This is an optimization exercise on Yosys and OpenROAD, whose aim is small area, a short achievable clock period and few clock cycles, not a production implementation. At most, simulation tests tie the RTL to the original design; equivalence was not proved.

main:
// line_follower_turn_sequencer
module line_follower_turn_sequencer
(
	input  wire                clk,
	input  wire                arst_n,
	input  wire                in_valid,
	output wire                in_ready,
	input  wire                in_ir_outer_left,
	input  wire                in_ir_inner_left,
	input  wire                in_ir_middle,
	input  wire                in_ir_inner_right,
	input  wire                in_ir_outer_right,
	input  wire                in_ir_park,
	input  wire signed [15:0]  in_yaw_rate,
	input  wire [31:0]         in_time_us,
	output wire                out_valid,
	input  wire                out_ready,
	output wire signed [7:0]   out_left_power,
	output wire signed [7:0]   out_right_power,
	output wire [2:0]          out_next_mode,
	input  wire                cfg_valid,
	output wire                cfg_ready,
	input  wire [1:0]          cfg_reg_index,
	input  wire [19:0]         cfg_wdata
);
export LEC_CHECK = 0
export CAP_MARGIN = 20
export CORE_MARGIN = 2
export CORE_UTILIZATION = 60
export SETUP_SLACK_MARGIN = 4.6
export SLEW_MARGIN = 20
create_clock -name core_clock -period 8.0 [get_ports {clk}]
run.sh (not shown) runs the stock make flow with config.mk's settings and CLKGATE_MAP_FILE= SYNTH_SCRIPT=/design/flow/synth_recipe.tcl, a recipe that flattens the netlist after the stock synthesis.
main closes out successfully: all stages finished, all timing, DRC and antenna checks passed.
Modified inputs, the feature branch compared to main
- a change of SETUP_SLACK_MARGIN from 4.6 to 4.7
==> comparison <==
- Between the feature branch and main, total routing usage reported by global routing is higher for the feature branch, main comes in under that.
- The feature branch reached the end of the flow, and the finished layout is clean on the timing, DRC and antenna checks.
- Against main, the feature branch comes in 0.08 ns higher on delay of the slowest cell on the worst path.
- The feature branch against main; cell count is up slightly.
- Sort the feature branch and main by detail-routed via count per cell asc -> top: main
- The feature branch does worse than main on initial DRC count.
- Summary: with main as the reference, count of clock-buffer cells in the layout in the feature branch moved down slightly.
- Sort the feature branch and main by clock skew, ascending, and the feature branch comes first.
- Of the two values seen for last element of the critical path, ad_q[15]$_SDFF_PN0_ was produced by main and head_q[23]$_DFFE_PN0P_ by the feature branch.
No run of this note included a check of the RTL's function; only the layout flow was run.


trial 79:
Another version of the RTL of line_follower_turn_sequencer (not shown whole).
Size: ~2200 cells after synthesis, about 380 flip-flops, ~100 I/O pins, roughly 23000 sq um of cells after synthesis.
==> flow/config.mk <==
export PLATFORM = sky130hd
export DESIGN_NAME = line_follower_turn_sequencer
export DESIGN_NICKNAME = line_follower_turn_sequencer
export VERILOG_FILES = /design/flow/design.v
export SDC_FILE = /design/flow/constraint.sdc
export NUM_CORES = 4
export LEC_CHECK = 0
export CAP_MARGIN = 20
export CORE_MARGIN = 2
export CORE_UTILIZATION = 40
export SETUP_SLACK_MARGIN = 4.5
export SLEW_MARGIN = 20
==> flow/constraint.sdc <==
create_clock -name core_clock -period 8.0 [get_ports {clk}]
set_input_delay 1.6000 -clock core_clock [delete_from_list [all_inputs] [get_ports {clk}]]
set_output_delay 1.6000 -clock core_clock [all_outputs]
set_load 0.01 [all_outputs]
Testbench counts of trial 79, summed over its fixed seeds: cycles 35,495.
Edits applied to the flow inputs when going from trial 79 to build 96:
--- a/flow/config.mk
+++ b/flow/config.mk
@@ -11 +10,0 @@
-export SETUP_SLACK_MARGIN = 4.5
==> notes.md <==
Global-route track usage on met2 ended up 0.49 points lower on build 96 than on trial 79. For post-detailed-route via-to-cell ratio, build 96 and trial 79 come out practically identical. Design area, build 96 and trial 79, higher one = trial 79. On post-detailed-placement cell area, build 96 and trial 79 are neck and neck. Build 96 against trial 79: post-route clock period utilization now sits higher, total track usage now sits at about the same level. | layout-stage area growth over the synthesis result | higher: trial 79 |. Violation count after the first detailed-route iteration improves in build 96 relative to trial 79.


xenon:
line_follower_turn_sequencer, a different RTL version from the one above (not shown whole).
For scale: about 2,100 cells after synthesis, ~390 flip-flops, roughly 100 I/O pins.
// line_follower_turn_sequencer
module line_follower_turn_sequencer
(
	input  wire                clk,
	input  wire                arst_n,
	input  wire                in_valid,
	output wire                in_ready,
	input  wire                in_ir_outer_left,
	input  wire                in_ir_inner_left,
	input  wire                in_ir_middle,
	input  wire                in_ir_inner_right,
	input  wire                in_ir_outer_right,
	input  wire                in_ir_park,
	input  wire signed [15:0]  in_yaw_rate,
	input  wire [31:0]         in_time_us,
	output wire                out_valid,
	input  wire                out_ready,
	output wire signed [7:0]   out_left_power,
	output wire signed [7:0]   out_right_power,
	output wire [2:0]          out_next_mode,
	input  wire                cfg_valid,
	output wire                cfg_ready,
	input  wire [1:0]          cfg_reg_index,
	input  wire [19:0]         cfg_wdata
);
Settings: LEC_CHECK=0, CAP_MARGIN=20, CORE_MARGIN=2, CORE_UTILIZATION=60, CTS_CLUSTER_DIAMETER=120, CTS_CLUSTER_SIZE=25, SETUP_SLACK_MARGIN=4.8, SLEW_MARGIN=20, TNS_END_PERCENT=10; clock period 8.0 ns.
Testbench counts of xenon, summed over its fixed seeds: cycles 35,495.
[inputs] sierra vs xenon
Settings: a change of CTS_CLUSTER_SIZE from 25 to 30; a change of CORE_UTILIZATION from 60 to 65; a change of CTS_CLUSTER_DIAMETER from 120 to 150.
Findings:
For sierra and xenon, there was not a single run that failed to finish clean.
In sierra relative to xenon, fill cell instance count of the final layout had gone down by more than 10%.
On all-layer global routing usage: sierra sits above xenon.
Re cell area: sierra and xenon aren't equal, and the higher value belongs to xenon.
On net count of the finished layout, sierra and xenon are basically level.
Side by side, worst setup slack turned out lower in sierra than in xenon.
Re y dimension of the die: sierra and xenon aren't equal, and the higher value belongs to xenon.
Changes in raven relative to sierra:
Settings: CTS_CLUSTER_DIAMETER no longer set, was 150; CORE_UTILIZATION now 60, was 65; CTS_CLUSTER_SIZE no longer set, was 30.
==> notes.md <==
raven vs. sierra: wire length of the first global-routing pass went up by 680 µm.
Compared with sierra, in raven hold slack now smaller, post-layout instance area now larger, detailed-routing iteration count for the pre-antenna-repair pass comparable, share of the core filled with cells now smaller, post-route worst setup slack now larger.
Min count of clock-buffer cells in the layout across sierra and raven: sierra
Share of final layout cell area taken by non-clock buffers in raven is 0.22 points below sierra.
HPWL after detailed placement (higher): raven


## v8
Another version of the RTL of line_follower_turn_sequencer (not shown whole).
Size: about 2200 cells after synthesis, ~400 flip-flops, ~100 I/O pins.
Design line_follower_turn_sequencer, start of the top module:
module line_follower_turn_sequencer
(
	input  wire                clk,
	input  wire                arst_n,
	input  wire                in_valid,
	output wire                in_ready,
	input  wire                in_ir_outer_left,
	input  wire                in_ir_inner_left,
	input  wire                in_ir_middle,
	input  wire                in_ir_inner_right,
	input  wire                in_ir_outer_right,
	input  wire                in_ir_park,
	input  wire signed [15:0]  in_yaw_rate,
	input  wire [31:0]         in_time_us,
	output wire                out_valid,
	input  wire                out_ready,
	output wire signed [7:0]   out_left_power,
	output wire signed [7:0]   out_right_power,
	output wire [2:0]          out_next_mode,
	input  wire                cfg_valid,
	output wire                cfg_ready,
	input  wire [1:0]          cfg_reg_index,
	input  wire [19:0]         cfg_wdata
);
==> flow/config.mk <==
export PLATFORM = sky130hd
export DESIGN_NAME = line_follower_turn_sequencer
export DESIGN_NICKNAME = line_follower_turn_sequencer
export VERILOG_FILES = /design/flow/design.v
export SDC_FILE = /design/flow/constraint.sdc
export NUM_CORES = 4
export LEC_CHECK = 0
export CAP_MARGIN = 20
export CORE_MARGIN = 2
export CORE_UTILIZATION = 60
export SETUP_SLACK_MARGIN = 4.8
export SLEW_MARGIN = 20
==> flow/constraint.sdc <==
create_clock -name core_clock -period 8.0 [get_ports {clk}]
set_input_delay 1.6000 -clock core_clock [delete_from_list [all_inputs] [get_ports {clk}]]
set_output_delay 1.6000 -clock core_clock [all_outputs]
set_load 0.01 [all_outputs]
Per the final summary, v8 finished and its layout is clean on timing, DRC and antenna.
Testbench counts of v8, summed over its fixed seeds: cycles 35,495.
--- input diff v8..v3 ---
diff --git a/flow/config.mk b/flow/config.mk
--- a/flow/config.mk
+++ b/flow/config.mk
@@ -10 +10 @@
-export CORE_UTILIZATION = 60
+export CORE_UTILIZATION = 40
--- outcome ---
Relative to v8, number of well-tap cells placed has increased by 245 in v3.
In the tables for v8 and v3, detailed placer's ending HPWL reads lower with v8.
v3 vs. v8: critical path depth went down by 1.
Density: v3 sparser than v8
In the tables for v8 and v3, area added between synthesis and finish reads lower with v8.
> inputs changed (v3 -> v57)
diff --git a/flow/config.mk b/flow/config.mk
--- a/flow/config.mk
+++ b/flow/config.mk
@@ -10,2 +10,2 @@
-export CORE_UTILIZATION = 40
-export SETUP_SLACK_MARGIN = 4.8
+export CORE_UTILIZATION = 75
+export SETUP_SLACK_MARGIN = 4.7
==> notes.md <==
Of v57 and v3, it is v57 that has the higher initial standard-cell utilization of the core. Global-route usage in v57 is 19 points above v3. Compared with v3, v57 shows upper clock frequency limit lower by 14 MHz. For the final weighted congestion in routability-driven placement, v57 came in 11% higher than v3 did.


== v39 ==
line_follower_turn_sequencer with an RTL version that a note above also has.
For scale: about 22000 um2 of cells after synthesis.
clock: 8.0 ns
lec_check: 0
cap_margin: 20
core_margin: 2
core_utilization: 60
cts_cluster_diameter: 150
cts_cluster_size: 30
setup_slack_margin: 4.8
slew_margin: 20
tns_end_percent: 10
Testbench counts of v39, summed over its fixed seeds: cycles 35,495.
Inputs modified between v39 and v26:
# v39
export LEC_CHECK = 0
export CAP_MARGIN = 20
export CORE_MARGIN = 2
export CORE_UTILIZATION = 60
export CTS_CLUSTER_DIAMETER = 150
export CTS_CLUSTER_SIZE = 30
export SETUP_SLACK_MARGIN = 4.8
export SLEW_MARGIN = 20
export TNS_END_PERCENT = 10
create_clock -name core_clock -period 8.0 [get_ports {clk}]
# v26
export LEC_CHECK = 0
export CAP_MARGIN = 20
export CORE_MARGIN = 2
export CORE_UTILIZATION = 60
export CTS_CLUSTER_DIAMETER = 120
export CTS_CLUSTER_SIZE = 25
export SETUP_SLACK_MARGIN = 5
export SLEW_MARGIN = 20
export TNS_END_PERCENT = 10
create_clock -name core_clock -period 8.0 [get_ports {clk}]
Notes after the runs:
- Via count of v26 is on par with v39.
- v26 vs v39 on wire length of the first global-routing pass: v26 is the lower one.
- v26 | status: complete | timing, DRC, antenna: pass
The following lists how v2 was set up differently from v26:
# v26
export LEC_CHECK = 0
export CAP_MARGIN = 20
export CORE_MARGIN = 2
export CORE_UTILIZATION = 60
export CTS_CLUSTER_DIAMETER = 120
export CTS_CLUSTER_SIZE = 25
export SETUP_SLACK_MARGIN = 5
export SLEW_MARGIN = 20
export TNS_END_PERCENT = 10
create_clock -name core_clock -period 8.0 [get_ports {clk}]
# v2
export LEC_CHECK = 0
export CAP_MARGIN = 20
export CORE_MARGIN = 2
export CORE_UTILIZATION = 60
export CTS_CLUSTER_DIAMETER = 100
export CTS_CLUSTER_SIZE = 20
export SETUP_SLACK_MARGIN = 4.8
export SLEW_MARGIN = 20
export TNS_END_PERCENT = 10
create_clock -name core_clock -period 8.0 [get_ports {clk}]
--- outcome ---
No run among v26 and v2 stopped early or left any final violation; all are clean.
Compared with v26, v2 shows a higher count of clock-buffer cells in the layout.
Changes observed in v2 relative to v26: portion of the clock cycle consumed by the worst path in the final layout went up 1.4 points; setup slack of the critical path after layout went down 0.12 ns.
[v2] global-route met1 utilization rose 0.27 points relative to v26
NOTE count of plain and timing-repair buffers v26->v2 decreased by a little under 10%
Changes observed in v2 relative to v26: depth of the worst register-to-register path saw a decrease; worst hold slack shows a reduction of 0.017 ns.
Changes in v12 relative to v2:
# v2
export LEC_CHECK = 0
export CAP_MARGIN = 20
export CORE_MARGIN = 2
export CORE_UTILIZATION = 60
export CTS_CLUSTER_DIAMETER = 100
export CTS_CLUSTER_SIZE = 20
export SETUP_SLACK_MARGIN = 4.8
export SLEW_MARGIN = 20
export TNS_END_PERCENT = 10
create_clock -name core_clock -period 8.0 [get_ports {clk}]
# v12
export LEC_CHECK = 0
export CAP_MARGIN = 20
export CORE_MARGIN = 2
export CORE_UTILIZATION = 55
export CTS_CLUSTER_DIAMETER = 150
export CTS_CLUSTER_SIZE = 30
export SETUP_SLACK_MARGIN = 5
export SLEW_MARGIN = 20
export TNS_END_PERCENT = 10
create_clock -name core_clock -period 8.0 [get_ports {clk}]
Diff v12..v2 | xor/xnor share of the synthesized area | unchanged
v12 vs v2: first-pass GRT wire length up in v12
v12: effective utilization at floorplan 5.0 points below v2
Compared with v2, v12 degrades design area.
v2 -> v12: final routed wire length divided by cell count increased slightly
For sequential cell count, v2 and v12 come out practically identical.
Re detailed-route vias per instance: v12 and v2 aren't equal, and the lower value belongs to v12.
Compared with v2, v12 instantiates a larger number of cells.
Count of clock-buffer cells in the layout was higher in the run labelled v2.

re-timing with driven ports:
How much do the figures lean on ideal ports? The routed layouts below were timed once more, with nothing changed but the port constraints.
Step 1 assumes that a clkbuf_16 drives the clock port and a buf_2 every other input.
Step 2 moves the port delays by t, midway between the first and last clock arrival at a register: inputs arrive t later, outputs are due t later. That takes back most of the time a late clock gives input paths.
Three values: no drivers, after step 1, after step 2; two values: the first two.
run	t (ns)	setup slack, ns	hold slack, ns	slew at the worst register clock pin (ns)	pins driven straight from the clock port
main	0.618	4.693 / 4.664 / 4.251	0.325 / 0.325 / 0.325	0.07 / 0.07	1
the feature branch	0.629	4.732 / 4.732 / 4.288	0.324 / 0.324 / 0.324	0.06 / 0.06	1
trial 79	0.612	4.648 / 4.648 / 4.172	0.320 / 0.320 / 0.320	0.07 / 0.07	1
build 96	0.623	3.818 / 3.818 / 3.818	0.323 / 0.323 / 0.323	0.07 / 0.07	1
xenon	0.580	4.799 / 4.745 / 4.351	0.324 / 0.324 / 0.324	0.11 / 0.11	1
sierra	0.583	4.775 / 4.721 / 4.358	0.335 / 0.335 / 0.335	0.12 / 0.12	1
raven	0.612	4.786 / 4.731 / 4.314	0.325 / 0.325 / 0.325	0.06 / 0.06	1
v8	0.613	4.776 / 4.776 / 4.350	0.325 / 0.325 / 0.325	0.06 / 0.06	1
v3	0.637	4.743 / 4.743 / 4.320	0.324 / 0.324 / 0.324	0.06 / 0.06	1
v57	0.593	4.593 / 4.593 / 4.294	0.327 / 0.327 / 0.327	0.07 / 0.07	1
v39	0.581	4.832 / 4.778 / 4.350	0.336 / 0.336 / 0.336	0.12 / 0.12	1
v26	0.585	4.912 / 4.859 / 4.402	0.335 / 0.335 / 0.335	0.11 / 0.11	1
v2	0.591	4.796 / 4.743 / 4.330	0.318 / 0.318 / 0.318	0.09 / 0.09	1
v12	0.582	4.920 / 4.862 / 4.396	0.335 / 0.335 / 0.335	0.12 / 0.12	1
After both steps every run listed still meets setup and hold. The setup slack of v12, which loses most, moves by -0.058 ns with the drivers and by -0.524 ns with both steps.
